Background: an optimization exercise with open tools, aiming at small area. Do not read the settings as production practice.
Function was checked by simulation only, so behaviour that the tests miss may differ from the original.
Power figures rest on the tool's default switching activity, not on a simulated workload. No driver is modelled on the clock port, so clocking that relies on it looks cheaper here than on a real chip.

## payload_capture
module payload_capture #(
  parameter int DATA_W     = 16,
  parameter int FIFO_DEPTH = 64,
  parameter int ADDR_W     = 6,
  parameter int MAX_LEN    = 1024
) (
  input  logic              Clk,
  input  logic              rst,
  input  logic              valid_i,
  input  logic [DATA_W-1:0] r_i,
  input  logic [DATA_W-1:0] i_i,
  input  logic              detect_i,
  input  logic [15:0]       payload_length_i,
  output logic              out_valid_o,
  input  logic              out_ready_i,
  output logic [DATA_W-1:0] out_r_o,
  output logic [DATA_W-1:0] out_i_o,
  output logic              out_last_o,
  output logic              busy_o,
  output logic              done_o,
  output logic              len_err_o,
  output logic              overflow_o
);
Size: ~2200 flip-flops, roughly 76000 um2 of cells after synthesis.
export LEC_CHECK = 0
export CAP_MARGIN = 20
export CORE_MARGIN = 2
export CORE_UTILIZATION = 40
export CTS_BUF_LIST = sky130_fd_sc_hd__clkbuf_16
export CTS_CLUSTER_DIAMETER = 80
export CTS_CLUSTER_SIZE = 24
export SLEW_MARGIN = 20
create_clock -name core_clock -period 8.0 [get_ports {Clk}]
standard.sh (not shown) runs the stock make flow with config.mk's settings and CLKGATE_MAP_FILE= SYNTH_SCRIPT=/design/flow/synth_recipe.tcl, a recipe that flattens the netlist after the stock synthesis.
==> flow/flow/run.sh <==
#!/bin/bash
# Standard ORFS layout with a leaner clock tree (no dummy loads), smaller
# port buffers, a denser floorplan.
# Every tool's output goes to a log here.
set -uo pipefail
export CTS_ARGS="-sink_clustering_enable -repair_clock_nets -dont_use_dummy_load -sink_clustering_size 28 -sink_clustering_max_diameter 100 -buf_list sky130_fd_sc_hd__clkbuf_16"
export BUFFER_PORTS_ARGS="-buffer_cell sky130_fd_sc_hd__buf_2"
bash standard.sh CORE_UTILIZATION=70 SLEW_MARGIN=0 CAP_MARGIN=0 finish > standard.log 2>&1
The first run finished but failed the layout checks on capacitance limit, slew limit.
Next try:
==> flow/flow/run.sh (replaced) <==
#!/bin/bash
# Standard ORFS layout with a leaner clock tree (no dummy loads), smaller
# port buffers, a denser floorplan.
# Every tool's output goes to a log here.
set -uo pipefail
export CTS_ARGS="-sink_clustering_enable -repair_clock_nets -dont_use_dummy_load -sink_clustering_size 16 -sink_clustering_max_diameter 60 -buf_list sky130_fd_sc_hd__clkbuf_8"
export BUFFER_PORTS_ARGS="-buffer_cell sky130_fd_sc_hd__buf_2"
export POST_GLOBAL_ROUTE_TCL="$PWD/flow/post_grt.tcl"
bash standard.sh CORE_UTILIZATION=70 SLEW_MARGIN=10 CAP_MARGIN=10 RECOVER_POWER=100 finish > standard.log 2>&1
==> flow/flow/post_grt.tcl (new file) <==
# Power recovery downsizes cells without regard to slew; repair slew and
# capacitance again with global-route parasitics, then refresh the routes.
global_route -start_incremental
repair_design -slew_margin 10 -cap_margin 10 -match_cell_footprint -verbose
detailed_placement
global_route -end_incremental
estimate_parasitics -global_routing
report_check_types -max_slew -max_capacitance -violators
write_guides $::env(RESULTS_DIR)/route.guide
- The new run went through all stages and came out clean
- synthesized cell count stays the same
- via count climbs by 1.3%
- utilization climbs by 0.65 points
- final area climbs by 0.88%
- die area does not change
Next try:
==> flow/flow/run.sh (replaced) <==
#!/bin/bash
# Standard ORFS layout with a leaner clock tree (no dummy loads), smaller
# port buffers, a denser floorplan.
# Every tool's output goes to a log here.
set -uo pipefail
export CTS_ARGS="-sink_clustering_enable -repair_clock_nets -dont_use_dummy_load -sink_clustering_size 28 -sink_clustering_max_diameter 100 -buf_list sky130_fd_sc_hd__clkbuf_16"
export BUFFER_PORTS_ARGS="-buffer_cell sky130_fd_sc_hd__buf_2"
bash standard.sh CORE_UTILIZATION=70 SLEW_MARGIN=10 CAP_MARGIN=10 finish > standard.log 2>&1
removed: flow/flow/post_grt.tcl
=> Worst hold slack is about the same. Cell area falls by 0.81%. Total power grows by 0.53%.
Next try:
==> flow/flow/run.sh (replaced) <==
#!/bin/bash
# Standard ORFS layout with a leaner clock tree (no dummy loads), smaller
# port buffers, a denser floorplan.
# Every tool's output goes to a log here.
set -uo pipefail
export CTS_ARGS="-sink_clustering_enable -repair_clock_nets -dont_use_dummy_load -sink_clustering_size 16 -sink_clustering_max_diameter 60 -buf_list sky130_fd_sc_hd__clkbuf_8"
export BUFFER_PORTS_ARGS="-buffer_cell sky130_fd_sc_hd__buf_2"
bash standard.sh CORE_UTILIZATION=70 SLEW_MARGIN=10 CAP_MARGIN=10 finish > standard.log 2>&1
=>
- total power fell by 0.58%
- final area barely changes
- clock skew rose by 0.010 ns
- synthesized cell count does not change

## port drivers added, routing unchanged
No port has a modelled driver above. Below, the same layouts with a new extraction and two added sets of constraints.
Step 1 (the two cells are an assumption about what drives the block):
set clk [get_ports {Clk}]
set_driving_cell -lib_cell sky130_fd_sc_hd__clkbuf_16 $clk
set_driving_cell -lib_cell sky130_fd_sc_hd__buf_2 [delete_from_list [all_inputs] $clk]
Step 2 moves the port delays by t, midway between the first and last clock arrival at a register: inputs arrive t later, outputs are due t later. That takes back most of the time a late clock gives input paths.
Three values: no drivers, after step 1, after step 2; two values: the first two.
run | shift t [ns] | setup WS [ns] | hold WS [ns] | slew at the worst register clock pin (ns) | pins driven straight from the clock port
the first run | 0.784 | 1.383 / 1.307 / 2.091 | 0.510 / 0.510 / 0.510 | 0.11 / 0.11 | 1
the second run | 0.957 | 0.970 / 0.893 / 1.737 | 0.509 / 0.509 / 0.509 | 0.10 / 0.10 | 1
the third run | 0.773 | 1.511 / 1.433 / 2.206 | 0.510 / 0.510 / 0.510 | 0.11 / 0.11 | 1
the fourth run | 0.955 | 1.255 / 1.178 / 2.133 | 0.507 / 0.507 / 0.507 | 0.10 / 0.10 | 1
